From an optimization exercise on the open Yosys and OpenROAD flow, aimed at small area, a short achievable clock period and few clock cycles per item; shortcuts taken in it are not production practice.
The RTL was checked by simulation tests, not by an equivalence proof against the original design.
No activity file was given, so power comes from the tool's default toggle rates.

===== constraint.sdc =====
create_clock -name core_clock -period 8.0 [get_ports {clk}]
set_input_delay 1.6000 -clock core_clock [delete_from_list [all_inputs] [get_ports {clk}]]
set_output_delay 1.6000 -clock core_clock [all_outputs]
set_load 0.01 [all_outputs]

===== run.sh =====
#!/bin/bash
# synth_recipe.tcl (not shown) runs the flow's synth.tcl, then flattens the netlist and writes it again
# the make line also repeats each setting of config.mk as NAME=value (left out here)
make -C /OpenROAD-flow-scripts/flow DESIGN_CONFIG=/design/flow/config.mk WORK_HOME=/design/flow/orfs CLKGATE_MAP_FILE= SYNTH_SCRIPT=/design/flow/synth_recipe.tcl finish

===== design.v =====
package cpu_pkg;
  localparam int data_w    = 16;
  localparam int reg_idx_w = 4;
  typedef enum logic [2:0] {
    op_arith  = 3'b000,
    op_cmpmul = 3'b001,
    op_load   = 3'b010,
    op_store  = 3'b011,
    op_beq    = 3'b100,
    op_jump   = 3'b101
  } opcode_t;
  localparam logic funct_add = 1'b0;
  localparam logic funct_sub = 1'b1;
  localparam logic funct_slt = 1'b0;
  localparam logic funct_mul = 1'b1;
  typedef struct packed {
    opcode_t              opcode;
    logic [reg_idx_w-1:0] rs;
    logic [reg_idx_w-1:0] rt;
    logic [reg_idx_w-1:0] rd;
    logic                 funct;
  } r_fmt_t;
  typedef struct packed {
    opcode_t              opcode;
    logic [reg_idx_w-1:0] rs;
    logic [reg_idx_w-1:0] rt;
    logic signed [4:0]    imm;
  } i_fmt_t;
  typedef struct packed {
    opcode_t     opcode;
    logic [11:0] target;
    logic        unused;
  } j_fmt_t;
  typedef union packed {
    r_fmt_t r_fmt;
    i_fmt_t i_fmt;
    j_fmt_t j_fmt;
  } instr_t;
  typedef enum logic [2:0] {
    st_fetch,
    st_decode,
    st_execute,
    st_memory,
    st_writeback
  } core_state_t;
  localparam logic region_instr = 1'b0;
  localparam logic region_data  = 1'b1;
endpackage
module mul16_cs (
  input  logic [15:0] a,
  input  logic [15:0] b,
  output logic [15:0] x,
  output logic [15:0] y,
  output logic [15:0] z
);
  logic bs1_1;
  logic bs2_2;
  logic bng_3;
  logic pp_4;
  logic pp_5;
  logic pp_6;
  logic pp_7;
  logic pp_8;
  logic pp_9;
  logic pp_10;
  logic pp_11;
  logic pp_12;
  logic pp_13;
  logic pp_14;
  logic pp_15;
  logic pp_16;
  logic pp_17;
  logic pp_18;
  logic pp_19;
  logic bs1_20;
  logic bs2_21;
  logic bng_22;
  logic pp_23;
  logic pp_24;
  logic pp_25;
  logic pp_26;
  logic pp_27;
  logic pp_28;
  logic pp_29;
  logic pp_30;
  logic pp_31;
  logic pp_32;
  logic pp_33;
  logic pp_34;
  logic pp_35;
  logic pp_36;
  logic bs1_37;
  logic bs2_38;
  logic bng_39;
  logic pp_40;
  logic pp_41;
  logic pp_42;
  logic pp_43;
  logic pp_44;
  logic pp_45;
  logic pp_46;
  logic pp_47;
  logic pp_48;
  logic pp_49;
  logic pp_50;
  logic pp_51;
  logic bs1_52;
  logic bs2_53;
  logic bng_54;
  logic pp_55;
  logic pp_56;
  logic pp_57;
  logic pp_58;
  logic pp_59;
  logic pp_60;
  logic pp_61;
  logic pp_62;
  logic pp_63;
  logic pp_64;
  logic bs1_65;
  logic bs2_66;
  logic bng_67;
  logic pp_68;
  logic pp_69;
  logic pp_70;
  logic pp_71;
  logic pp_72;
  logic pp_73;
  logic pp_74;
  logic pp_75;
  logic bs1_76;
  logic bs2_77;
  logic bng_78;
  logic pp_79;
  logic pp_80;
  logic pp_81;
  logic pp_82;
  logic pp_83;
  logic pp_84;
  logic bs1_85;
  logic bs2_86;
  logic bng_87;
  logic pp_88;
  logic pp_89;
  logic pp_90;
  logic pp_91;
  logic bs1_92;
  logic bs2_93;
  logic bng_94;
  logic pp_95;
  logic pp_96;
  logic s_97;
  logic c_98;
  logic s_99;
  logic c_100;
  logic s_101;
  logic c_102;
  logic s_103;
  logic c_104;
  logic s_105;
  logic c_106;
  logic s_107;
  logic c_108;
  logic s_109;
  logic c_110;
  logic s_111;
  logic c_112;
  logic s_113;
  logic c_114;
  logic s_115;
  logic c_116;
  logic s_117;
  logic c_118;
  logic s_119;
  logic c_120;
  logic s_121;
  logic c_122;
  logic s_123;
  logic c_124;
  logic s_125;
  logic c_126;
  logic s_127;
  logic c_128;
  logic s_129;
  logic c_130;
  logic s_131;
  logic c_132;
  logic s_133;
  logic c_134;
  logic s_135;
  logic c_136;
  logic s_137;
  logic c_138;
  logic s_139;
  logic c_140;
  logic s_141;
  logic c_142;
  logic s_143;
  logic c_144;
  logic s_145;
  logic c_146;
  logic s_147;
  logic c_148;
  logic s_149;
  logic c_150;
  logic s_151;
  logic c_152;
  logic s_153;
  logic c_154;
  logic s_155;
  logic c_156;
  logic s_157;
  logic c_158;
  logic s_159;
  logic c_160;
  logic s_161;
  logic c_162;
  logic s_163;
  logic c_164;
  logic s_165;
  logic c_166;
  logic s_167;
  logic c_168;
  logic s_169;
  logic c_170;
  logic s_171;
  logic c_172;
  logic s_173;
  logic c_174;
  logic s_175;
  logic c_176;
  logic s_177;
  logic c_178;
  logic s_179;
  logic c_180;
  assign bs1_1 = b[0] ^ 1'b0;
  assign bs2_2 = (b[1] & ~b[0] & ~1'b0) | (~b[1] & b[0] & 1'b0);
  assign bng_3 = b[1];
  assign pp_4 = ((bs1_1 & a[0]) | (bs2_2 & 1'b0)) ^ bng_3;
  assign pp_5 = ((bs1_1 & a[1]) | (bs2_2 & a[0])) ^ bng_3;
  assign pp_6 = ((bs1_1 & a[2]) | (bs2_2 & a[1])) ^ bng_3;
  assign pp_7 = ((bs1_1 & a[3]) | (bs2_2 & a[2])) ^ bng_3;
  assign pp_8 = ((bs1_1 & a[4]) | (bs2_2 & a[3])) ^ bng_3;
  assign pp_9 = ((bs1_1 & a[5]) | (bs2_2 & a[4])) ^ bng_3;
  assign pp_10 = ((bs1_1 & a[6]) | (bs2_2 & a[5])) ^ bng_3;
  assign pp_11 = ((bs1_1 & a[7]) | (bs2_2 & a[6])) ^ bng_3;
  assign pp_12 = ((bs1_1 & a[8]) | (bs2_2 & a[7])) ^ bng_3;
  assign pp_13 = ((bs1_1 & a[9]) | (bs2_2 & a[8])) ^ bng_3;
  assign pp_14 = ((bs1_1 & a[10]) | (bs2_2 & a[9])) ^ bng_3;
  assign pp_15 = ((bs1_1 & a[11]) | (bs2_2 & a[10])) ^ bng_3;
  assign pp_16 = ((bs1_1 & a[12]) | (bs2_2 & a[11])) ^ bng_3;
  assign pp_17 = ((bs1_1 & a[13]) | (bs2_2 & a[12])) ^ bng_3;
  assign pp_18 = ((bs1_1 & a[14]) | (bs2_2 & a[13])) ^ bng_3;
  assign pp_19 = ((bs1_1 & a[15]) | (bs2_2 & a[14])) ^ bng_3;
  assign bs1_20 = b[2] ^ b[1];
  assign bs2_21 = (b[3] & ~b[2] & ~b[1]) | (~b[3] & b[2] & b[1]);
  assign bng_22 = b[3];
  assign pp_23 = ((bs1_20 & a[0]) | (bs2_21 & 1'b0)) ^ bng_22;
  assign pp_24 = ((bs1_20 & a[1]) | (bs2_21 & a[0])) ^ bng_22;
  assign pp_25 = ((bs1_20 & a[2]) | (bs2_21 & a[1])) ^ bng_22;
  assign pp_26 = ((bs1_20 & a[3]) | (bs2_21 & a[2])) ^ bng_22;
  assign pp_27 = ((bs1_20 & a[4]) | (bs2_21 & a[3])) ^ bng_22;
  assign pp_28 = ((bs1_20 & a[5]) | (bs2_21 & a[4])) ^ bng_22;
  assign pp_29 = ((bs1_20 & a[6]) | (bs2_21 & a[5])) ^ bng_22;
  assign pp_30 = ((bs1_20 & a[7]) | (bs2_21 & a[6])) ^ bng_22;
  assign pp_31 = ((bs1_20 & a[8]) | (bs2_21 & a[7])) ^ bng_22;
  assign pp_32 = ((bs1_20 & a[9]) | (bs2_21 & a[8])) ^ bng_22;
  assign pp_33 = ((bs1_20 & a[10]) | (bs2_21 & a[9])) ^ bng_22;
  assign pp_34 = ((bs1_20 & a[11]) | (bs2_21 & a[10])) ^ bng_22;
  assign pp_35 = ((bs1_20 & a[12]) | (bs2_21 & a[11])) ^ bng_22;
  assign pp_36 = ((bs1_20 & a[13]) | (bs2_21 & a[12])) ^ bng_22;
  assign bs1_37 = b[4] ^ b[3];
  assign bs2_38 = (b[5] & ~b[4] & ~b[3]) | (~b[5] & b[4] & b[3]);
  assign bng_39 = b[5];
  assign pp_40 = ((bs1_37 & a[0]) | (bs2_38 & 1'b0)) ^ bng_39;
  assign pp_41 = ((bs1_37 & a[1]) | (bs2_38 & a[0])) ^ bng_39;
  assign pp_42 = ((bs1_37 & a[2]) | (bs2_38 & a[1])) ^ bng_39;
  assign pp_43 = ((bs1_37 & a[3]) | (bs2_38 & a[2])) ^ bng_39;
  assign pp_44 = ((bs1_37 & a[4]) | (bs2_38 & a[3])) ^ bng_39;
  assign pp_45 = ((bs1_37 & a[5]) | (bs2_38 & a[4])) ^ bng_39;
  assign pp_46 = ((bs1_37 & a[6]) | (bs2_38 & a[5])) ^ bng_39;
  assign pp_47 = ((bs1_37 & a[7]) | (bs2_38 & a[6])) ^ bng_39;
  assign pp_48 = ((bs1_37 & a[8]) | (bs2_38 & a[7])) ^ bng_39;
  assign pp_49 = ((bs1_37 & a[9]) | (bs2_38 & a[8])) ^ bng_39;
  assign pp_50 = ((bs1_37 & a[10]) | (bs2_38 & a[9])) ^ bng_39;
  assign pp_51 = ((bs1_37 & a[11]) | (bs2_38 & a[10])) ^ bng_39;
  assign bs1_52 = b[6] ^ b[5];
  assign bs2_53 = (b[7] & ~b[6] & ~b[5]) | (~b[7] & b[6] & b[5]);
  assign bng_54 = b[7];
  assign pp_55 = ((bs1_52 & a[0]) | (bs2_53 & 1'b0)) ^ bng_54;
  assign pp_56 = ((bs1_52 & a[1]) | (bs2_53 & a[0])) ^ bng_54;
  assign pp_57 = ((bs1_52 & a[2]) | (bs2_53 & a[1])) ^ bng_54;
  assign pp_58 = ((bs1_52 & a[3]) | (bs2_53 & a[2])) ^ bng_54;
  assign pp_59 = ((bs1_52 & a[4]) | (bs2_53 & a[3])) ^ bng_54;
  assign pp_60 = ((bs1_52 & a[5]) | (bs2_53 & a[4])) ^ bng_54;
  assign pp_61 = ((bs1_52 & a[6]) | (bs2_53 & a[5])) ^ bng_54;
  assign pp_62 = ((bs1_52 & a[7]) | (bs2_53 & a[6])) ^ bng_54;
  assign pp_63 = ((bs1_52 & a[8]) | (bs2_53 & a[7])) ^ bng_54;
  assign pp_64 = ((bs1_52 & a[9]) | (bs2_53 & a[8])) ^ bng_54;
  assign bs1_65 = b[8] ^ b[7];
  assign bs2_66 = (b[9] & ~b[8] & ~b[7]) | (~b[9] & b[8] & b[7]);
  assign bng_67 = b[9];
  assign pp_68 = ((bs1_65 & a[0]) | (bs2_66 & 1'b0)) ^ bng_67;
  assign pp_69 = ((bs1_65 & a[1]) | (bs2_66 & a[0])) ^ bng_67;
  assign pp_70 = ((bs1_65 & a[2]) | (bs2_66 & a[1])) ^ bng_67;
  assign pp_71 = ((bs1_65 & a[3]) | (bs2_66 & a[2])) ^ bng_67;
  assign pp_72 = ((bs1_65 & a[4]) | (bs2_66 & a[3])) ^ bng_67;
  assign pp_73 = ((bs1_65 & a[5]) | (bs2_66 & a[4])) ^ bng_67;
  assign pp_74 = ((bs1_65 & a[6]) | (bs2_66 & a[5])) ^ bng_67;
  assign pp_75 = ((bs1_65 & a[7]) | (bs2_66 & a[6])) ^ bng_67;
  assign bs1_76 = b[10] ^ b[9];
  assign bs2_77 = (b[11] & ~b[10] & ~b[9]) | (~b[11] & b[10] & b[9]);
  assign bng_78 = b[11];
  assign pp_79 = ((bs1_76 & a[0]) | (bs2_77 & 1'b0)) ^ bng_78;
  assign pp_80 = ((bs1_76 & a[1]) | (bs2_77 & a[0])) ^ bng_78;
  assign pp_81 = ((bs1_76 & a[2]) | (bs2_77 & a[1])) ^ bng_78;
  assign pp_82 = ((bs1_76 & a[3]) | (bs2_77 & a[2])) ^ bng_78;
  assign pp_83 = ((bs1_76 & a[4]) | (bs2_77 & a[3])) ^ bng_78;
  assign pp_84 = ((bs1_76 & a[5]) | (bs2_77 & a[4])) ^ bng_78;
  assign bs1_85 = b[12] ^ b[11];
  assign bs2_86 = (b[13] & ~b[12] & ~b[11]) | (~b[13] & b[12] & b[11]);
  assign bng_87 = b[13];
  assign pp_88 = ((bs1_85 & a[0]) | (bs2_86 & 1'b0)) ^ bng_87;
  assign pp_89 = ((bs1_85 & a[1]) | (bs2_86 & a[0])) ^ bng_87;
  assign pp_90 = ((bs1_85 & a[2]) | (bs2_86 & a[1])) ^ bng_87;
  assign pp_91 = ((bs1_85 & a[3]) | (bs2_86 & a[2])) ^ bng_87;
  assign bs1_92 = b[14] ^ b[13];
  assign bs2_93 = (b[15] & ~b[14] & ~b[13]) | (~b[15] & b[14] & b[13]);
  assign bng_94 = b[15];
  assign pp_95 = ((bs1_92 & a[0]) | (bs2_93 & 1'b0)) ^ bng_94;
  assign pp_96 = ((bs1_92 & a[1]) | (bs2_93 & a[0])) ^ bng_94;
  assign s_97 = pp_14 ^ pp_31;
  assign c_98 = pp_14 & pp_31;
  assign s_99 = pp_15 ^ pp_32;
  assign c_100 = pp_15 & pp_32;
  assign s_101 = pp_16 ^ pp_33 ^ pp_48;
  assign c_102 = (pp_16 & pp_33) | (pp_48 & (pp_16 ^ pp_33));
  assign s_103 = pp_61 ^ pp_72;
  assign c_104 = pp_61 & pp_72;
  assign s_105 = pp_17 ^ pp_34 ^ pp_49;
  assign c_106 = (pp_17 & pp_34) | (pp_49 & (pp_17 ^ pp_34));
  assign s_107 = pp_62 ^ pp_73;
  assign c_108 = pp_62 & pp_73;
  assign s_109 = pp_18 ^ pp_35 ^ pp_50;
  assign c_110 = (pp_18 & pp_35) | (pp_50 & (pp_18 ^ pp_35));
  assign s_111 = pp_63 ^ pp_74 ^ pp_83;
  assign c_112 = (pp_63 & pp_74) | (pp_83 & (pp_63 ^ pp_74));
  assign s_113 = pp_90 ^ pp_95;
  assign c_114 = pp_90 & pp_95;
  assign s_115 = pp_19 ^ pp_36 ^ pp_51;
  assign c_116 = (pp_19 & pp_36) | (pp_51 & (pp_19 ^ pp_36));
  assign s_117 = pp_64 ^ pp_75 ^ pp_84;
  assign c_118 = (pp_64 & pp_75) | (pp_84 & (pp_64 ^ pp_75));
  assign s_119 = pp_91 ^ pp_96;
  assign c_120 = pp_91 & pp_96;
  assign s_121 = pp_10 ^ pp_27;
  assign c_122 = pp_10 & pp_27;
  assign s_123 = pp_11 ^ pp_28;
  assign c_124 = pp_11 & pp_28;
  assign s_125 = pp_12 ^ pp_29 ^ pp_44;
  assign c_126 = (pp_12 & pp_29) | (pp_44 & (pp_12 ^ pp_29));
  assign s_127 = pp_57 ^ pp_68;
  assign c_128 = pp_57 & pp_68;
  assign s_129 = pp_13 ^ pp_30 ^ pp_45;
  assign c_130 = (pp_13 & pp_30) | (pp_45 & (pp_13 ^ pp_30));
  assign s_131 = pp_58 ^ pp_69;
  assign c_132 = pp_58 & pp_69;
  assign s_133 = pp_46 ^ pp_59 ^ pp_70;
  assign c_134 = (pp_46 & pp_59) | (pp_70 & (pp_46 ^ pp_59));
  assign s_135 = pp_79 ^ bng_78 ^ s_97;
  assign c_136 = (pp_79 & bng_78) | (s_97 & (pp_79 ^ bng_78));
  assign s_137 = pp_47 ^ pp_60 ^ pp_71;
  assign c_138 = (pp_47 & pp_60) | (pp_71 & (pp_47 ^ pp_60));
  assign s_139 = pp_80 ^ s_99 ^ c_98;
  assign c_140 = (pp_80 & s_99) | (c_98 & (pp_80 ^ s_99));
  assign s_141 = pp_81 ^ pp_88 ^ bng_87;
  assign c_142 = (pp_81 & pp_88) | (bng_87 & (pp_81 ^ pp_88));
  assign s_143 = s_101 ^ s_103 ^ c_100;
  assign c_144 = (s_101 & s_103) | (c_100 & (s_101 ^ s_103));
  assign s_145 = pp_82 ^ pp_89 ^ s_105;
  assign c_146 = (pp_82 & pp_89) | (s_105 & (pp_82 ^ pp_89));
  assign s_147 = s_107 ^ c_102 ^ c_104;
  assign c_148 = (s_107 & c_102) | (c_104 & (s_107 ^ c_102));
  assign s_149 = bng_94 ^ s_109 ^ s_111;
  assign c_150 = (bng_94 & s_109) | (s_111 & (bng_94 ^ s_109));
  assign s_151 = s_113 ^ c_106 ^ c_108;
  assign c_152 = (s_113 & c_106) | (c_108 & (s_113 ^ c_106));
  assign s_153 = s_115 ^ s_117 ^ s_119;
  assign c_154 = (s_115 & s_117) | (s_119 & (s_115 ^ s_117));
  assign s_155 = c_110 ^ c_112 ^ c_114;
  assign c_156 = (c_110 & c_112) | (c_114 & (c_110 ^ c_112));
  assign s_157 = pp_8 ^ pp_25;
  assign c_158 = pp_8 & pp_25;
  assign s_159 = pp_9 ^ pp_26;
  assign c_160 = pp_9 & pp_26;
  assign s_161 = pp_42 ^ pp_55 ^ bng_54;
  assign c_162 = (pp_42 & pp_55) | (bng_54 & (pp_42 ^ pp_55));
  assign s_163 = pp_43 ^ pp_56 ^ s_123;
  assign c_164 = (pp_43 & pp_56) | (s_123 & (pp_43 ^ pp_56));
  assign s_165 = bng_67 ^ s_125 ^ s_127;
  assign c_166 = (bng_67 & s_125) | (s_127 & (bng_67 ^ s_125));
  assign s_167 = s_129 ^ s_131 ^ c_126;
  assign c_168 = (s_129 & s_131) | (c_126 & (s_129 ^ s_131));
  assign s_169 = s_133 ^ s_135 ^ c_130;
  assign c_170 = (s_133 & s_135) | (c_130 & (s_133 ^ s_135));
  assign s_171 = s_137 ^ s_139 ^ c_134;
  assign c_172 = (s_137 & s_139) | (c_134 & (s_137 ^ s_139));
  assign s_173 = s_141 ^ s_143 ^ c_138;
  assign c_174 = (s_141 & s_143) | (c_138 & (s_141 ^ s_143));
  assign s_175 = s_145 ^ s_147 ^ c_142;
  assign c_176 = (s_145 & s_147) | (c_142 & (s_145 ^ s_147));
  assign s_177 = s_149 ^ s_151 ^ c_146;
  assign c_178 = (s_149 & s_151) | (c_146 & (s_149 ^ s_151));
  assign s_179 = s_153 ^ s_155 ^ c_150;
  assign c_180 = (s_153 & s_155) | (c_150 & (s_153 ^ s_155));
  assign x = {c_152, c_148, c_144, c_140, c_136, c_132, c_128, c_124, c_122, s_121, pp_41, pp_40, pp_7, pp_6, pp_5, pp_4};
  assign y = {s_179, s_177, s_175, s_173, s_171, s_169, s_167, s_165, s_163, s_161, s_159, bng_39, pp_24, pp_23, 1'b0, bng_3};
  assign z = {c_178, c_176, c_174, c_172, c_170, c_168, c_166, c_164, c_162, c_160, c_158, s_157, 1'b0, bng_22, 1'b0, 1'b0};
endmodule
module cpu_top #(
  parameter int addr_w = 12
) (
  input  logic                       clk,
  input  logic                       rst_n,
  output logic                       io_stall,
  output logic                       mem_req,
  output logic                       mem_we,
  output logic [addr_w:0]            mem_addr,
  output logic [cpu_pkg::data_w-1:0] mem_wdata,
  input  logic                       mem_ack,
  input  logic [cpu_pkg::data_w-1:0] mem_rdata
);
  localparam int dw = cpu_pkg::data_w;
  logic              q_data;    
  logic              q_ld;      
  logic [addr_w-1:0] fa;        
  logic              ir_v;
  logic [15:0]       ir;
  logic              ir_jd;     
  logic              ir_f;      
  logic [dw-1:0]     op_a;      
  logic [dw-1:0]     op_b;      
  logic [15:0]       rv;        
  logic [dw-1:0]     t_a [0:15];    
  logic [dw-1:0]     t_b [0:15];
  logic [dw-1:0]     rd_a, rd_b;
  logic [2:0]        pend;      
  logic              m2;
  logic [3:0]        wb_rt;
  logic [dw-1:0]     cs_x, cs_y, cs_z, cs_x_d, cs_y_d, cs_z_d;
  logic [dw-1:0]     cs_s, cs_c;
  logic [2:0]        op;
  logic [3:0]        rs, rt, rd;
  logic              is_load, is_store, is_mem, is_alu, is_mul, is_beq, is_jump;
  logic              uses_rs, uses_rt;
  logic              adv, f_busy, ld_busy, wbusy, hazard, ex, redir, arr, w_jump, w_beqs, w_wait;
  logic [addr_w-1:0] w_tgt;
  logic              nxt_data, nxt_none, nxt_fetch;
  logic [addr_w-1:0] beq_tgt, fetch_nx, fa_inc;
  logic [dw-1:0]     alu_out, alu_sum;
  logic              alu_sub, alu_lt;
  logic              ir_sub;    
  logic              ld_wr, alu_wr, wr_en;
  logic [3:0]        wr_idx;
  logic [dw-1:0]     wr_data;
  logic [3:0]        idx_a, idx_b;
  logic              r_e, r_d, r_one, r_two;
  logic [2:0]        p_dec, p_nxt;
  logic              io_stall_q;    
  assign op       = ir[15:13];
  assign rs       = ir[12:9];
  assign rt       = ir[8:5];
  assign rd       = ir[4:1];
  assign is_load  = (op == 3'b010);
  assign is_store = (op == 3'b011);
  assign is_mem   = (op[2:1] == 2'b01);
  assign is_alu   = (op[2:1] == 2'b00);
  assign is_mul   = (op == 3'b001) && ir[0];
  assign is_beq   = (op == 3'b100);
  assign is_jump  = (op == 3'b101);
  assign uses_rs  = is_alu || is_mem || is_beq;
  assign uses_rt  = is_alu || is_store || is_beq;
  assign adv     = mem_ack || !mem_req;
  assign f_busy  = mem_req && !q_data;
  assign ld_busy = q_data && q_ld;
  assign wbusy  = ld_busy || m2;
  assign hazard = wbusy &&
                  (is_alu || (uses_rs && rs == wb_rt) || (uses_rt && rt == wb_rt));
  assign ex     = ir_v && !hazard;
  assign redir  = ex && !ir_jd && ((is_beq && op_a == op_b) || is_jump);
  assign arr    = mem_ack && f_busy && !redir;
  assign w_jump = (mem_rdata[15:13] == 3'b101);
  assign w_beqs = (mem_rdata[15:13] == 3'b100) && (mem_rdata[12:9] == mem_rdata[8:5]);
  assign w_tgt  = w_jump ? mem_rdata[12:1] : fa + addr_w'($signed(mem_rdata[4:0])) + addr_w'(1);
  assign w_wait = (mem_rdata[15:14] == 2'b00) ||
                  (mem_rdata[15] ^ mem_rdata[14]) && (mem_rdata[12:9] == rd) ||
                  ((mem_rdata[15:13] == 3'b011) || (mem_rdata[15:13] == 3'b100)) && (mem_rdata[8:5] == rd);
  assign alu_sub = ir_sub;
  assign alu_sum = op_a + (op_b ^ {dw{alu_sub}}) + dw'(alu_sub);
  assign alu_lt  = (op_a[dw-1] ^ op_b[dw-1]) ? op_a[dw-1] : alu_sum[dw-1];
  assign alu_out = op[0] ? {{(dw-1){1'b0}}, alu_lt} : alu_sum;
  mul16_cs u_mul (.a(op_a), .b(op_b), .x(cs_x_d), .y(cs_y_d), .z(cs_z_d));
  always_ff @(posedge clk) begin
    cs_x <= cs_x_d;
    cs_y <= cs_y_d;
    cs_z <= cs_z_d;
  end
  assign cs_s = cs_x ^ cs_y ^ cs_z;
  assign cs_c = {(cs_x[dw-2:0] & cs_y[dw-2:0]) | (cs_z[dw-2:0] & (cs_x[dw-2:0] ^ cs_y[dw-2:0])), 1'b0};
  assign ld_wr   = adv && ld_busy;
  assign alu_wr  = adv && ex && is_alu && !is_mul;
  assign wr_en   = ld_wr || m2 || alu_wr;
  assign wr_idx  = (ld_busy || m2) ? wb_rt : rd;
  assign wr_data = ld_busy ? mem_rdata : m2 ? (cs_s + cs_c) : alu_out;
  for (genvar i = 0; i < 16; i++) begin : g_rf
    logic [dw-1:0] q;
    always_ff @(posedge clk) begin
      if (wr_en && wr_idx == 4'(i)) q <= wr_data;
    end
    assign t_a[i] = q & {dw{rv[i] && idx_a == 4'(i)}};
    assign t_b[i] = q & {dw{rv[i] && idx_b == 4'(i)}};
  end
  always_ff @(posedge clk or negedge rst_n) begin
    if (!rst_n) begin
      rv <= '0;
    end else if (wr_en) begin
      rv[wr_idx] <= 1'b1;
    end
  end
  always_comb begin
    rd_a = '0;
    rd_b = '0;
    for (int i = 0; i < 16; i++) begin
      rd_a = rd_a | t_a[i];
      rd_b = rd_b | t_b[i];
    end
  end
  assign idx_a = (mem_ack && f_busy) ? mem_rdata[12:9] : rs;
  assign idx_b = (mem_ack && f_busy) ? mem_rdata[8:5]  : rt;
  always_ff @(posedge clk) begin
    op_a <= (wr_en && wr_idx == idx_a) ? wr_data : rd_a;
    op_b <= (wr_en && wr_idx == idx_b) ? wr_data : rd_b;
  end
  assign beq_tgt   = fa + addr_w'($signed(ir[4:0])) + addr_w'(!ir_f);
  assign fa_inc    = fa + addr_w'(1);
  assign nxt_data  = ex && is_mem;
  assign nxt_none  = ex && is_mul && mem_ack && f_busy && w_wait;
  assign nxt_fetch = !nxt_data && !nxt_none;
  assign fetch_nx  = redir ? (is_jump ? ir[12:1] : beq_tgt) :
                     (arr && (w_jump || w_beqs)) ? w_tgt : fa_inc;
  always_ff @(posedge clk or negedge rst_n) begin
    if (!rst_n) begin
      mem_req   <= 1'b0;
      q_data    <= 1'b0;
      fa        <= '1;
    end else if (adv) begin
      mem_req <= !nxt_none;
      q_data  <= nxt_data;
      if (nxt_fetch) begin
        fa <= fetch_nx;
      end
    end
  end
  always_ff @(posedge clk) begin
    if (adv) begin
      q_ld    <= nxt_data && is_load;
      mem_we  <= nxt_data && is_store;
      if (nxt_data) begin
        mem_addr  <= {1'b1, op_a[addr_w-1:0] + addr_w'($signed(ir[4:0]))};
        mem_wdata <= op_b;
      end else if (nxt_fetch) begin
        mem_addr  <= {1'b0, fetch_nx};
      end
    end
  end
  assign r_e   = adv && ex && !is_mem && !is_mul;
  assign r_d   = adv && q_data;
  assign r_one = r_e || r_d || m2;
  assign r_two = (r_e && r_d) || (r_e && m2) || (r_d && m2);
  assign p_dec = pend - 3'(pend != 3'd0);
  assign p_nxt = r_two ? p_dec + 3'd2 : r_one ? p_dec + 3'd1 : p_dec;
  always_ff @(posedge clk or negedge rst_n) begin
    if (!rst_n) begin
      ir_v  <= 1'b0;
      pend  <= '0;
      io_stall_q <= 1'b1;
      m2    <= 1'b0;
    end else begin
      pend <= p_nxt;
      io_stall_q <= (p_nxt == 3'd0);
      m2   <= adv && ex && is_mul;
      if (adv) begin
        if (arr) begin
          ir_v <= 1'b1;
        end else if (ex) begin
          ir_v <= 1'b0;
        end
      end
    end
  end
  always_ff @(posedge clk) begin
    if (adv) begin
      if (nxt_data && is_load) wb_rt <= rt;
      if (ex && is_mul)        wb_rt <= rd;
      if (arr) begin
        ir    <= mem_rdata;
        ir_sub <= mem_rdata[13] || mem_rdata[0];
        ir_jd <= (w_jump || w_beqs) && nxt_fetch;
        ir_f  <= nxt_fetch;
      end else begin
        ir_f  <= ir_f || nxt_fetch;
      end
    end
  end
  assign io_stall = io_stall_q;
endmodule

===== config.mk =====
export PLATFORM = sky130hd
export DESIGN_NAME = cpu_top
export DESIGN_NICKNAME = cpu_top
export VERILOG_FILES = /design/flow/design.v
export SDC_FILE = /design/flow/constraint.sdc
export NUM_CORES = 4
export LEC_CHECK = 0
export CAP_MARGIN = 20
export CORE_MARGIN = 2
export CORE_UTILIZATION = 55
export SETUP_SLACK_MARGIN = 4.6
export SLEW_MARGIN = 20

==> results.json, run 1 <==
{
  "status": "complete, no violations",
  "netlist_area_sq_um": 24600,
  "gr-total-overflow": 0,
  "postLayoutCellArea_sq_um": 28900,
  "vias": 20455,
  "ioPinCount": 51,
  "die_h_microns": 216,
  "path_class": "input port to register",
  "critical_path.max_stage_delay_ns": 0.35,
  "crit_family": "compound AO/OA/AOI/OAI gates",
  "endpoint": "mem_addr[6]",
  "dr.pass1.iters": 6,
  "ant_nets": 0,
  "cts_tree": "done",
  "worst_r2r_path_depth": 11,
  "ys_seq_area_frac": 0.477,
  "r2r_start": "ir_sub",
  "fillers": 3427,
  "maxSlewViolCount": 0,
  "p_clk_frac": 0.224,
  "p_sw_mw": 4.22,
  "start_util": 0.557,
  "skew_ns": 0.0219,
  "layout.cells.most_common": "edfxtp_1",
  "hold_depth": 1,
  "syn_inst": 2335,
  "power_frac_comb": 0.459,
  "cp.buffers_inverters": 3,
  "pwr-share-seq": 0.317,
  "sw_frac_of_total": 0.394,
  "fin_crit_sh": 0.438,
  "ys_ff_latch": 422,
  "power.internal_mw": 6.48,
  "startpoint": "mem_rdata[0]",
  "drc_errors": 0,
  "clk_path_buf_depth": 3,
  "finalSetupTns_ns": 0,
  "critical_path_cell_count": 13,
  "syn_avg_cell_area_sq_um": 10.6,
  "grt_use_met2": 0.569,
  "placed_area_sq_um": 25800,
  "busiest_layer": "met2",
  "critPathLaunchType": "input port",
  "via_per_inst": 6.77,
  "total_power_mw": 10.7,
  "clock_latency_ns": 0.60,
  "synth-edff-count": 310,
  "path_common_cell": "a21oi_2",
  "cp.required_ns": 8.34,
  "r2r_end": "g_rf[13].q[7]",
  "cts.clk_slew.worst_paths_ns": 0.06,
  "syn_nets": 2477,
  "ys_warn_count": 3,
  "clock-root-buffer": "clkbuf_16",
  "drtIter0Drc": 2565,
  "cp-end-kind": "register",
  "worst_slack_ns": 4.49,
  "layout-drive-gt1-share": 0.175,
  "clkSinkCount": 422,
  "wl_mm": 84.8,
  "die_area_sq_um": 46500,
  "antenna_found_initial": 0,
  "grtUsageMet1": 0.466,
  "grt_pass1_vias": 19679,
  "mostFrequentLayoutCells": "edfxtp_1 (310), nand2_1 (232), a22oi_1 (231)",
  "hold_viol": 0,
  "portBuffers": 50,
  "worst-r2r-setup-slack_ns": 4.56,
  "fin_nets": 2531,
  "tightest_slew_ns": 0.958,
  "cts-htree-levels": 2,
  "crit_fanout": 2,
  "multiInputGateArea_sq_um": 12800,
  "crit_slowest_cell": "fa_2",
  "p_per_area_nw_per_um2": 370,
  "setup_violations": 0,
  "ir_worst_vdd_mv": 0.296,
  "core.rowCount": 77,
  "async_flop_share": 0.0853,
  "whs_ns": 0.516,
  "cts_inserted_buffers": 47,
  "yosys_most_used_dff": "edfxtp_1",
  "final-seq-area_sq_um": 11800,
  "p_leak_nw": 10.9,
  "max_slew_margin": 0.361,
  "fin_crit_ns": 3.51,
  "grt_pass1_wl_mm": 125,
  "crit_arrival_ns": 3.85,
  "synthToLayoutAreaGrowth_pct": 17.2,
  "core_sq_um": 44200,
  "fmax_ghz": 0.285,
  "grt_setup_unrepaired": "true",
  "maxCapViolCount": 0,
  "wl_per_cell_microns": 28.1,
  "grtUsageMet3": 0.0696,
  "hold_class": "register to register",
  "yosysUniqueCellTypes": 82,
  "grt_use_total": 0.358,
  "dp_hpwl_mm": 53.8,
  "grt_max_degree": 47,
  "gp_congestion": 0.957,
  "die_x_microns": 216,
  "pre_cts_ws_ns": 3.03,
  "cp_cell_sequence": "buf_12 -> inv_12 -> ha_4 -> inv_2 -> fa_2 -> a21o_1 -> a211o_1 -> a21oi_2 -> xor2_2 -> a21oi_2 -> a211oi_2 -> a21oi_2 -> mux2_4"
}
how the worst min path moves through the flow:
| stage | from | end | slack (ns) |
|---|---|---|---|
| after floorplan | op_b[5] | cs_y[4] | 0.34 |
| after global placement | fa[5] | fa[5] | 0.50 |
| after detailed placement | rv[4] | rv[4] | 0.50 |
| after CTS | fa[5] | fa[5] | 0.51 |
| after global routing | rv[10] | rv[10] | 0.52 |
| final | rv[11] | rv[11] | 0.52 |
final cells by class:
type,instances,share of cell area
Sequential cell,422,0.407
Inverter,63,0.00914
Clock inverter,29,0.0157
Clock buffer,58,0.0439
Antenna cell,1,0.0000867
Tap cell,592,0.0256
Timing Repair inverter,1,0.000217
Timing Repair Buffer,176,0.0549
Multi-Input combinational cell,1678,0.443
synthesized netlist by cell type (28+ instances only):
cell type,n,share of area
nor3_1,28,0.0057
nor2_1,160,0.024
inv_1,61,0.0093
mux2i_1,56,0.023
o21ai_0,83,0.017
ha_1,84,0.043
a21o_1,30,0.0091
xor2_1,72,0.026
nand2_1,235,0.036
buf_2,46,0.0093
a22oi_1,231,0.070
a221oi_1,43,0.015
edfxtp_1,310,0.38
xnor2_1,84,0.030
dfxtp_1,76,0.062
and3_1,41,0.010
nand3_1,33,0.0067
a21oi_1,106,0.022
fa_1,39,0.032
clkbuf_1,109,0.017
power groups by stage:
| stage | clock network, mW | logic (mW) | registers, mW |
|---|---|---|---|
| floorplan | 0 | 3.20 | 3.23 |
| global placement | 0 | 4.22 | 3.42 |
| detailed placement | 0 | 4.31 | 3.42 |
| CTS | 2.42 | 4.57 | 3.38 |
| global route | 2.51 | 5.37 | 3.41 |
| finish | 2.40 | 4.91 | 3.39 |
worst register-to-register path, delay by kind of cell (launching register included):
family	cells	cell delay (ns)
flops	1	0.47
simple gates	1	0.22
xor+xnor	1	0.14
fa+ha+maj	1	0.37
buf+inv	2	0.47
compound gates	6	1.44
metal layers:
metal  vias up  wire, microns  share of wire
met1      9946          32900           0.39
met3       321           8060          0.095
li1       8922              -              -
met5         -              0              0
met2      1266          39000           0.46
met4         0           4810          0.057
state kept, by name, summed over array words and instances (netlist names), 12 cells and up:
name       cells
g_rf.q       256
cs_x          16
ir            16
mem_wdata     16
op_a          16
op_b          16
rv            16
cs_y          15
cs_z          13
mem_addr      13
fa            12
cells by family (layout without fill, tap and decap cells):
family | after synthesis | after routing | share of synthesized area
AO/OA/AOI/OAI | 670 | 670 | 0.190
other | 0 | 1 | 0
flip-flops | 422 | 422 | 0.477
multiplexers | 87 | 87 | 0.0380
buffers and inverters | 238 | 327 | 0.0398
XOR/XNOR | 157 | 157 | 0.0564
AND/OR/NAND/NOR | 622 | 625 | 0.119
adder cells (fa/ha/maj) | 139 | 139 | 0.0808
through the flow:
step	util	instances
4_1_cts	0.640	2995
5_1_grt	0.653	3019
3_5_place_dp	0.583	2867
3_3_place_gp	0.583	2867
6_report	0.653	3020
2_1_floorplan	-	2335
what timing repair did:
action,CTS,global route
buffers inserted,36,21
endpoints found under the setup margin,577,318
pin swaps,26,35
resized for setup,164,109
hold buffers,0,0
gates cloned,5,2
Testbench counts, summed over its fixed seeds: cycles 33,391, instrs 24,000.
==> run 2: changes to the inputs <==
--- a/config.mk
+++ b/config.mk
@@ -7,6 +7,7 @@
 export LEC_CHECK = 0
+export ABC_AREA = 1
 export CAP_MARGIN = 20
 export CORE_MARGIN = 2
-export CORE_UTILIZATION = 55
-export SETUP_SLACK_MARGIN = 4.6
+export CORE_UTILIZATION = 65
+export SETUP_SLACK_MARGIN = 4.5
 export SLEW_MARGIN = 20
==> run 2 against run 1 <==
Clock power down 14%. Global-route usage is 11 points higher. Clock skew shrank 0.0032 ns. Synthesized area increased by 0.64%. Sequential power down 3%. Final cell count increased by 17%. Total power is 3.0% lower. Highest routed layer unchanged.
==> results.json, run 2 <==
{
  "worst_r2r_path_depth": 8,
  "yosysUniqueCellTypes": 53,
  "yosys-top-cells-area": "edfxtp_1 (38%), nand2_1 (11%), dfxtp_1 (6.1%)",
  "clk_path_buf_depth": 3,
  "crit_arrival_ns": 4.03,
  "netlist_area_sq_um": 24800,
  "dp_hpwl_mm": 59.6,
  "grt_setup_unrepaired": "true",
  "mostFrequentLayoutCells": "nand2_1 (680), inv_1 (386), edfxtp_1 (310)",
  "cp-end-kind": "register",
  "wl_met3_mm": 13.5,
  "yosys_most_used_dff": "edfxtp_1",
  "syn_nets": 3037,
  "p_leak_nw": 12.6,
  "highest_layer": "met4",
  "die_x_microns": 199,
  "netlist_top_cells_count": "nand2_1 (707), inv_1 (398), edfxtp_1 (310)",
  "crit_slowest_cell": "clkdlybuf4s50_1",
  "p_per_area_nw_per_um2": 366,
  "ys_warn_count": 3,
  "drtIter0Drc": 3477,
  "critical_path.max_stage_delay_ns": 0.65,
  "r2r_end": "cs_y[13]",
  "synth_top_area_frac": 0.375,
  "fmax_ghz": 0.287,
  "tightest_slew_ns": 0.984,
  "grt_pass1_vias": 22041,
  "hold_class": "register to register",
  "hold_viol": 0,
  "placed_area_sq_um": 25900,
  "grt_pass1_wl_mm": 133,
  "die_h_microns": 199,
  "setup_violations": 0,
  "via_per_inst": 6.55,
  "maxSlewViolCount": 0,
  "synthToLayoutAreaGrowth_pct": 14.2,
  "drc_errors": 0,
  "synthMostInstantiatedCell": "nand2_1",
  "cp.required_ns": 8.54,
  "critical_path_cell_count": 11,
  "ioPinCount": 51,
  "clkSinkCount": 422,
  "gr-total-overflow": 0,
  "startpoint": "mem_rdata[7]",
  "regMostFlops": "g_rf.q",
  "async_flop_share": 0.0853,
  "cts_inserted_buffers": 44,
  "worst-r2r-setup-slack_ns": 4.54,
  "path_common_cell": "nand2_1",
  "vias": 23146,
  "critPathLaunchType": "input port",
  "clock_latency_ns": 0.61,
  "layout.cells.most_common": "nand2_1",
  "synth_area_leader_cell": "edfxtp_1",
  "r2r_start": "op_b[0]",
  "crit_fanout": 11,
  "wl_met2_mm": 38.6,
  "maxCapViolCount": 0,
  "endpoint": "op_b[2]",
  "finalSetupTns_ns": 0,
  "postLayoutCellArea_sq_um": 28300,
  "cts-htree-levels": 2,
  "ant_nets": 0,
  "ys_ff_latch": 422,
  "cts_tree": "done",
  "clock-root-buffer": "clkbuf_16",
  "skew_ns": 0.0188,
  "die_area_sq_um": 39700,
  "wl_per_cell_microns": 25.7,
  "fin_nets": 3129,
  "antenna_found_initial": 0,
  "cts.clk_slew.worst_paths_ns": 0.06,
  "fin_crit_ns": 3.48,
  "ys_seq_area_frac": 0.474,
  "ir_worst_vdd_mv": 0.260,
  "grt_max_degree": 37,
  "grt_use_total": 0.463,
  "path_class": "input port to register",
  "status": "complete, no violations",
  "syn_avg_cell_area_sq_um": 8.57,
  "largest_reg_flops": 256,
  "fin_crit_sh": 0.436,
  "core.rowCount": 71,
  "synth-edff-count": 310,
  "start_util": 0.660,
  "gp_congestion": 1.00,
  "layout-drive-gt1-share": 0.0999,
  "core_sq_um": 37600,
  "cp_cell_sequence": "clkdlybuf4s50_1 -> inv_2 -> o21ai_2 -> nand2_1 -> nor2_1 -> nand2_4 -> o21ai_0 -> nor2_1 -> nand2_1 -> o21ai_0 -> nand2_1",
  "dr.pass1.iters": 9,
  "wl_mm": 90.9,
  "crit_family": "simple AND/OR/NAND/NOR gates",
  "syn_inst": 2895,
  "cp.buffers_inverters": 2,
  "portBuffers": 50,
  "max_slew_margin": 0.344,
  "wl_met1_mm": 30.6
}
## run 2: changes by cell type in the layout (fill, tap and decap cells not counted), moves of 39 or more
| cell | delta |
|---|---|
| a22oi_1 | -230 |
| buf_4 | -47 |
| inv_1 | +339 |
| mux2i_1 | -49 |
| nand2_1 | +448 |
| nand3_1 | +116 |
| nor2_1 | +91 |
| o22ai_1 | +206 |
| xnor2_1 | -48 |
| xor2_1 | +39 |
## run 2: report_power, final
part           total (mW)  switching [mW]  leakage (nW)  internal, mW
sequential           3.30           0.358          3.85          2.94
clock                2.06           0.916         0.670          1.14
combinational        5.02            3.27          8.11          1.76
## run 2: routing by layer
metal / track usage / vias up
met5: 0 / -
met4: 0.326 / 0
met3: 0.156 / 614
met2: 0.697 / 2015
met1: 0.562 / 10567
li1: - / 9950
## run 2: worst min-delay path by stage
stage | from | end | slack [ns] | cells past startpoint
final | fa[9] | fa[9] | 0.50 | 2
after floorplan | op_b[1] | cs_y[0] | 0.34 | 0
after global routing | fa[9] | fa[9] | 0.52 | 2
after CTS | fa[9] | fa[9] | 0.50 | 2
after detailed placement | rv[7] | rv[7] | 0.48 | 2
after global placement | rv[7] | rv[7] | 0.48 | 2
## run 2: cells by family after synthesis
logic type,synth area share
and+or+nand+nor,0.204
adders and majority gates,0.0739
AOI/OAI and AO/OA,0.119
buffers and inverters,0.0781
xor gates and xnor gates,0.0505
DFF,0.474
muxes,0.000404
## run 2: cell type report
type                            instances  area (sq um)
Sequential cell                       422         11800
Multi-Input combinational cell       1980         11700
Fill cell                            2650          9250
Inverter                              417          1610
Timing Repair Buffer                  122          1250
Clock buffer                           60          1180
Tap cell                              511           639
Clock inverter                         21           214
Antenna cell                            1          2.50
## run 2: per-stage QoR
stage	total power, mW	hold slack, ns	cells	util	worst slack, ns
6_report	10.4	0.502	3534	0.754	4.52
5_1_grt	10.9	0.523	3533	0.754	4.46
3_3_place_gp	7.64	0.476	3407	0.687	3.01
4_1_cts	10.0	0.497	3518	0.746	4.40
3_5_place_dp	7.89	0.483	3407	0.688	3.09
2_1_floorplan	6.43	0.342	2895	-	4.56
## run 2: repair_timing
item | in CTS | in global routing
gates resized for setup | 103 | 58
gates cloned | 2 | 0
setup buffers | 28 | 15
hold buffers | 0 | 0
setup endpoints to repair | 411 | 250
hold endpoints to repair | 0 | 0
pin swaps | 15 | 3
## run 2: worst register-to-register path, cell delays in order, from the launching register on
cell        delay [ns]
dfxtp_1           0.72
clkinvlp_4        0.19
buf_4             0.21
nand2_2           0.30
o22ai_1           0.20
xor2_1            0.19
fa_1              0.45
fa_1              0.62
fa_1              0.45
==> run 3: changes to the inputs <==
--- a/design.v
+++ b/design.v
@@ -442,3 +442,3 @@
   logic [dw-1:0]     op_b;      
-  logic [15:0]       rv;        
+  logic [15:0]       zr;        
   logic [dw-1:0]     t_a [0:15];    
@@ -454,2 +454,4 @@
   logic              is_load, is_store, is_mem, is_alu, is_mul, is_beq, is_jump;
+  logic [3:0]        w_rs, w_rt;
+  logic              w_pnd;
   logic              uses_rs, uses_rt;
@@ -459,7 +461,6 @@
   logic [addr_w-1:0] beq_tgt, fetch_nx, fa_inc;
-  logic [dw-1:0]     alu_out, alu_sum;
-  logic              alu_sub, alu_lt;
-  logic              ir_sub;    
+  logic [dw-1:0]     alu_out;
   logic              ld_wr, alu_wr, wr_en;
   logic [3:0]        wr_idx;
+  logic              a_eq_b, alu_zero, wr_zero;
   logic [dw-1:0]     wr_data;
@@ -467,4 +468,3 @@
   logic              r_e, r_d, r_one, r_two;
-  logic [2:0]        p_dec, p_nxt;
-  logic              io_stall_q;    
+  logic [2:0]        p_dec;
   assign op       = ir[15:13];
@@ -489,6 +489,12 @@
   assign ex     = ir_v && !hazard;
-  assign redir  = ex && !ir_jd && ((is_beq && op_a == op_b) || is_jump);
+  assign redir  = ex && !ir_jd && ((is_beq && a_eq_b) || is_jump);
   assign arr    = mem_ack && f_busy && !redir;
   assign w_jump = (mem_rdata[15:13] == 3'b101);
-  assign w_beqs = (mem_rdata[15:13] == 3'b100) && (mem_rdata[12:9] == mem_rdata[8:5]);
+  assign w_rs   = mem_rdata[12:9];
+  assign w_rt   = mem_rdata[8:5];
+  assign w_pnd  = (m2 && (wb_rt == w_rs || wb_rt == w_rt)) ||
+                  (ir_v && is_alu && (rd == w_rs || rd == w_rt)) ||
+                  (ir_v && is_load && (rt == w_rs || rt == w_rt));
+  assign w_beqs = (mem_rdata[15:13] == 3'b100) &&
+                  ((w_rs == w_rt) || (zr[w_rs] && zr[w_rt] && !w_pnd));
   assign w_tgt  = w_jump ? mem_rdata[12:1] : fa + addr_w'($signed(mem_rdata[4:0])) + addr_w'(1);
@@ -497,6 +503,9 @@
                   ((mem_rdata[15:13] == 3'b011) || (mem_rdata[15:13] == 3'b100)) && (mem_rdata[8:5] == rd);
-  assign alu_sub = ir_sub;
-  assign alu_sum = op_a + (op_b ^ {dw{alu_sub}}) + dw'(alu_sub);
-  assign alu_lt  = (op_a[dw-1] ^ op_b[dw-1]) ? op_a[dw-1] : alu_sum[dw-1];
-  assign alu_out = op[0] ? {{(dw-1){1'b0}}, alu_lt} : alu_sum;
+  always_comb begin
+    case ({op[0], ir[0]})
+      2'b00:   alu_out = op_a + op_b;
+      2'b01:   alu_out = op_a - op_b;
+      default: alu_out = {{(dw-1){1'b0}}, ($signed(op_a) < $signed(op_b))};
+    endcase
+  end
   mul16_cs u_mul (.a(op_a), .b(op_b), .x(cs_x_d), .y(cs_y_d), .z(cs_z_d));
@@ -514,2 +523,11 @@
   assign wr_data = ld_busy ? mem_rdata : m2 ? (cs_s + cs_c) : alu_out;
+  assign a_eq_b = (op_a == op_b);
+  always_comb begin
+    case ({op[0], ir[0]})
+      2'b00:   alu_zero = 1'b0;
+      2'b01:   alu_zero = a_eq_b;
+      default: alu_zero = !($signed(op_a) < $signed(op_b));
+    endcase
+  end
+  assign wr_zero = ld_busy ? (mem_rdata == '0) : !m2 && alu_zero;
   for (genvar i = 0; i < 16; i++) begin : g_rf
@@ -519,4 +537,4 @@
     end
-    assign t_a[i] = q & {dw{rv[i] && idx_a == 4'(i)}};
-    assign t_b[i] = q & {dw{rv[i] && idx_b == 4'(i)}};
+    assign t_a[i] = q & {dw{!zr[i] && idx_a == 4'(i)}};
+    assign t_b[i] = q & {dw{!zr[i] && idx_b == 4'(i)}};
   end
@@ -524,5 +542,5 @@
     if (!rst_n) begin
-      rv <= '0;
+      zr <= '1;
     end else if (wr_en) begin
-      rv[wr_idx] <= 1'b1;
+      zr[wr_idx] <= wr_zero;
     end
@@ -580,3 +598,2 @@
   assign p_dec = pend - 3'(pend != 3'd0);
-  assign p_nxt = r_two ? p_dec + 3'd2 : r_one ? p_dec + 3'd1 : p_dec;
   always_ff @(posedge clk or negedge rst_n) begin
@@ -585,7 +602,5 @@
       pend  <= '0;
-      io_stall_q <= 1'b1;
       m2    <= 1'b0;
     end else begin
-      pend <= p_nxt;
-      io_stall_q <= (p_nxt == 3'd0);
+      pend <= r_two ? p_dec + 3'd2 : r_one ? p_dec + 3'd1 : p_dec;
       m2   <= adv && ex && is_mul;
@@ -606,3 +621,2 @@
         ir    <= mem_rdata;
-        ir_sub <= mem_rdata[13] || mem_rdata[0];
         ir_jd <= (w_jump || w_beqs) && nxt_fetch;
@@ -614,3 +628,3 @@
   end
-  assign io_stall = io_stall_q;
+  assign io_stall = (pend == 3'd0);
 endmodule
--- a/config.mk
+++ b/config.mk
@@ -7,6 +7,5 @@
 export LEC_CHECK = 0
-export ABC_AREA = 1
 export CAP_MARGIN = 20
 export CORE_MARGIN = 2
-export CORE_UTILIZATION = 65
+export CORE_UTILIZATION = 55
 export SETUP_SLACK_MARGIN = 4.5
==> run 3 against run 2 <==
Critical path depth unchanged. Total power rose by 9.1%. Worst setup slack worse by 0.10 ns. Synthesized cell count decreased by 12%. Synthesized area increased by 4.2%. Largest power group unchanged.
==> results.json, run 3 <==
{
  "status": "complete, no violations",
  "fillers": 3498,
  "maxSlewViolCount": 0,
  "final_core_util": 0.679,
  "n_antenna_cell": 0,
  "regMostFlops": "g_rf.q",
  "synth-edff-count": 309,
  "largest_reg_flops": 256,
  "p_leak_nw": 11.6,
  "crit_slowest_cell": "or3_4",
  "fin_crit_sh": 0.448,
  "setup_violations": 0,
  "mostFrequentLayoutCells": "edfxtp_1 (309), nand2_1 (246), a22oi_1 (243)",
  "synthMostInstantiatedCell": "edfxtp_1",
  "tightest_slew_ns": 1.07,
  "drc_errors": 0,
  "yosys-top-cells-area": "edfxtp_1 (36%), a22oi_1 (7.1%), dfxtp_1 (5.9%)",
  "cts_inserted_buffers": 46,
  "finalSetupTns_ns": 0,
  "p_per_area_nw_per_um2": 359,
  "crit_arrival_ns": 3.93,
  "wl_mm": 98.1,
  "layout.cells.most_common": "edfxtp_1",
  "cp.required_ns": 8.34,
  "max_slew_margin": 0.284,
  "layout-drive-gt1-share": 0.211,
  "hold_viol": 0,
  "ir_worst_vdd_mv": 0.414,
  "maxCapViolCount": 0,
  "clock_latency_ns": 0.61,
  "wl_per_cell_microns": 29.6,
  "start_util": 0.556,
  "async_flop_share": 0.0833,
  "worst_slack_ns": 4.41,
  "die_area_sq_um": 48700,
  "ys_seq_area_frac": 0.453,
  "drtIter0Drc": 3224,
  "cts_hold_buffers": 0,
  "grt_setup_unrepaired": "true",
  "antenna_found_initial": 1,
  "pre_cts_ws_ns": 2.34,
  "cts-htree-levels": 2,
  "ioPinCount": 51,
  "skew_ns": 0.0264,
  "dr.pass1.iters": 7,
  "cts.clk_slew.worst_paths_ns": 0.06,
  "clk_path_buf_depth": 3,
  "clkSinkCount": 420,
  "grt_use_total": 0.394,
  "critical_path.max_stage_delay_ns": 0.43,
  "gr-total-overflow": 0,
  "clock-root-buffer": "clkbuf_16",
  "critPathLaunchType": "input port",
  "dp_hpwl_mm": 60.3,
  "syn_avg_cell_area_sq_um": 10.2,
  "syn_nets": 2693,
  "grt_pass1_vias": 21938,
  "fin_nets": 2824,
  "yosys_most_used_dff": "edfxtp_1",
  "fin_crit_ns": 3.59,
  "ys_ff_latch": 420,
  "path_class": "input port to register",
  "hold_class": "register to register",
  "yosysUniqueCellTypes": 92,
  "via_per_inst": 7.07,
  "vias": 23397,
  "fmax_ghz": 0.279,
  "die_h_microns": 221,
  "syn_inst": 2534,
  "cp_cell_sequence": "buf_12 -> buf_6 -> xor2_1 -> nor4_1 -> o2111a_1 -> a2111oi_4 -> o31ai_4 -> buf_4 -> or3_4 -> mux2i_2 -> a311o_1",
  "synth_top_area_frac": 0.359,
  "ys_warn_count": 3,
  "synthToLayoutAreaGrowth_pct": 22.0,
  "die_x_microns": 221,
  "grt_pass1_wl_mm": 141,
  "crit_fanout": 7,
  "portBuffers": 50,
  "core.rowCount": 79,
  "netlist_top_cells_count": "edfxtp_1 (309), nand2_1 (259), a22oi_1 (245)",
  "gp_congestion": 0.972,
  "cts_tree": "done",
  "core_sq_um": 46500,
  "grt_max_degree": 60,
  "ant_nets": 0,
  "cp-end-kind": "register",
  "netlist_area_sq_um": 25800,
  "synth_area_leader_cell": "edfxtp_1"
}
run 3: area by class of cell:
| type | instances | area [sq um] | share of cell area |
|---|---|---|---|
| sequential | 420 | 11700 | 0.373 |
| multi-input combinational | 1854 | 14500 | 0.460 |
| tap | 607 | 759 | 0.0241 |
| inverter | 96 | 408 | 0.0129 |
| clock buffer | 57 | 1220 | 0.0388 |
| clock inverter | 29 | 295 | 0.00937 |
| timing repair inverter | 2 | 15.0 | 0.000476 |
| timing repair buffer | 245 | 2580 | 0.0818 |
run 3: worst paths after layout:
kind	to	depth (start not counted)	start	slack, ns
min in group asynchronous	mem_req	1	rst_n	1.15
hold / removal	fa[2]	2	fa[2]	0.55
setup reg to reg	g_rf[10].q[12]	5	m2	4.51
max in group asynchronous	pend[1]	1	rst_n	6.26
hold reg to reg	fa[2]	2	fa[2]	0.55
setup / recovery	mem_addr[5]	11	mem_rdata[5]	4.41
run 3: critical path: cells and delay by family:
family / cells / cell delay (ns)
multiplexers: 1 / 0.19
XOR/XNOR: 1 / 0.13
buffers and inverters: 3 / 0.40
AND/OR/NAND/NOR: 2 / 0.50
AO/OA/AOI/OAI: 4 / 1.08
run 3: power by group:
group          switching, mW  internal, mW
combinational           3.42          2.43
clock                  0.958          1.20
sequential             0.383          2.93
run 3: timing repair:
| action | in CTS | in global routing |
|---|---|---|
| hold endpoints to repair | 0 | 0 |
| setup buffers | 106 | 22 |
| setup endpoints to repair | 457 | 294 |
| gates resized for setup | 255 | 115 |
| pin swaps | 52 | 34 |
| gates cloned | 6 | 5 |
run 3: through the flow:
stage	instance area, sq um	hold WS, ns	std cells	total power, mW
after floorplan	26100	0.375	2534	6.83
after global placement	27300	0.524	3085	8.21
after detailed placement	27300	0.520	3085	8.33
after CTS	30800	0.528	3283	10.9
after global routing	31500	0.558	3310	11.9
final	31500	0.545	3310	11.3
run 3: cells by family (layout without fill, tap and decap cells):
| logic type | after synthesis | after routing | share of synthesized area |
|---|---|---|---|
| compound gates | 790 | 790 | 0.210 |
| mux | 70 | 70 | 0.0335 |
| flops | 420 | 420 | 0.453 |
| xor+xnor | 139 | 139 | 0.0471 |
| fa+ha+maj | 167 | 167 | 0.0898 |
| simple gates | 687 | 688 | 0.126 |
| buf+inv | 261 | 429 | 0.0400 |
run 3: routing by layer:
metal	global-route usage	vias up	part of all wire
li1	-	9928	-
met1	0.516	11215	0.37
met2	0.623	1766	0.45
met3	0.0716	488	0.11
met4	0.214	0	0.069
met5	0	-	0
Testbench counts of run 3, summed over its fixed seeds: cycles 32,621, instrs 24,000.

## re-timing with driven ports
No port has a modelled driver above. Below, the same layouts with a new extraction and two added sets of constraints. Step 1: set_driving_cell puts a clkbuf_16 on clk and a buf_2 on each other input, an assumption about the parent block. Step 2 times the ports against the registers' clock, not the clock port: input delays grow and output delays shrink by t, the midpoint of the rising clock arrivals with the driver on. Three values: ideal, step 1, step 2; two values: the first two.
run | t, ns | setup WS [ns] | pins driven straight from the clock port
run 1 | 0.651 | 4.493 / 4.498 / 3.847 | 1
run 2 | 0.659 | 4.516 / 4.544 / 3.887 | 1
run 3 | 0.657 | 4.413 / 4.406 / 3.750 | 1
After both steps every run listed still meets setup and hold. For run 3, which loses most, drivers alone change the setup slack by -0.007 ns; drivers and shift together by -0.663 ns.
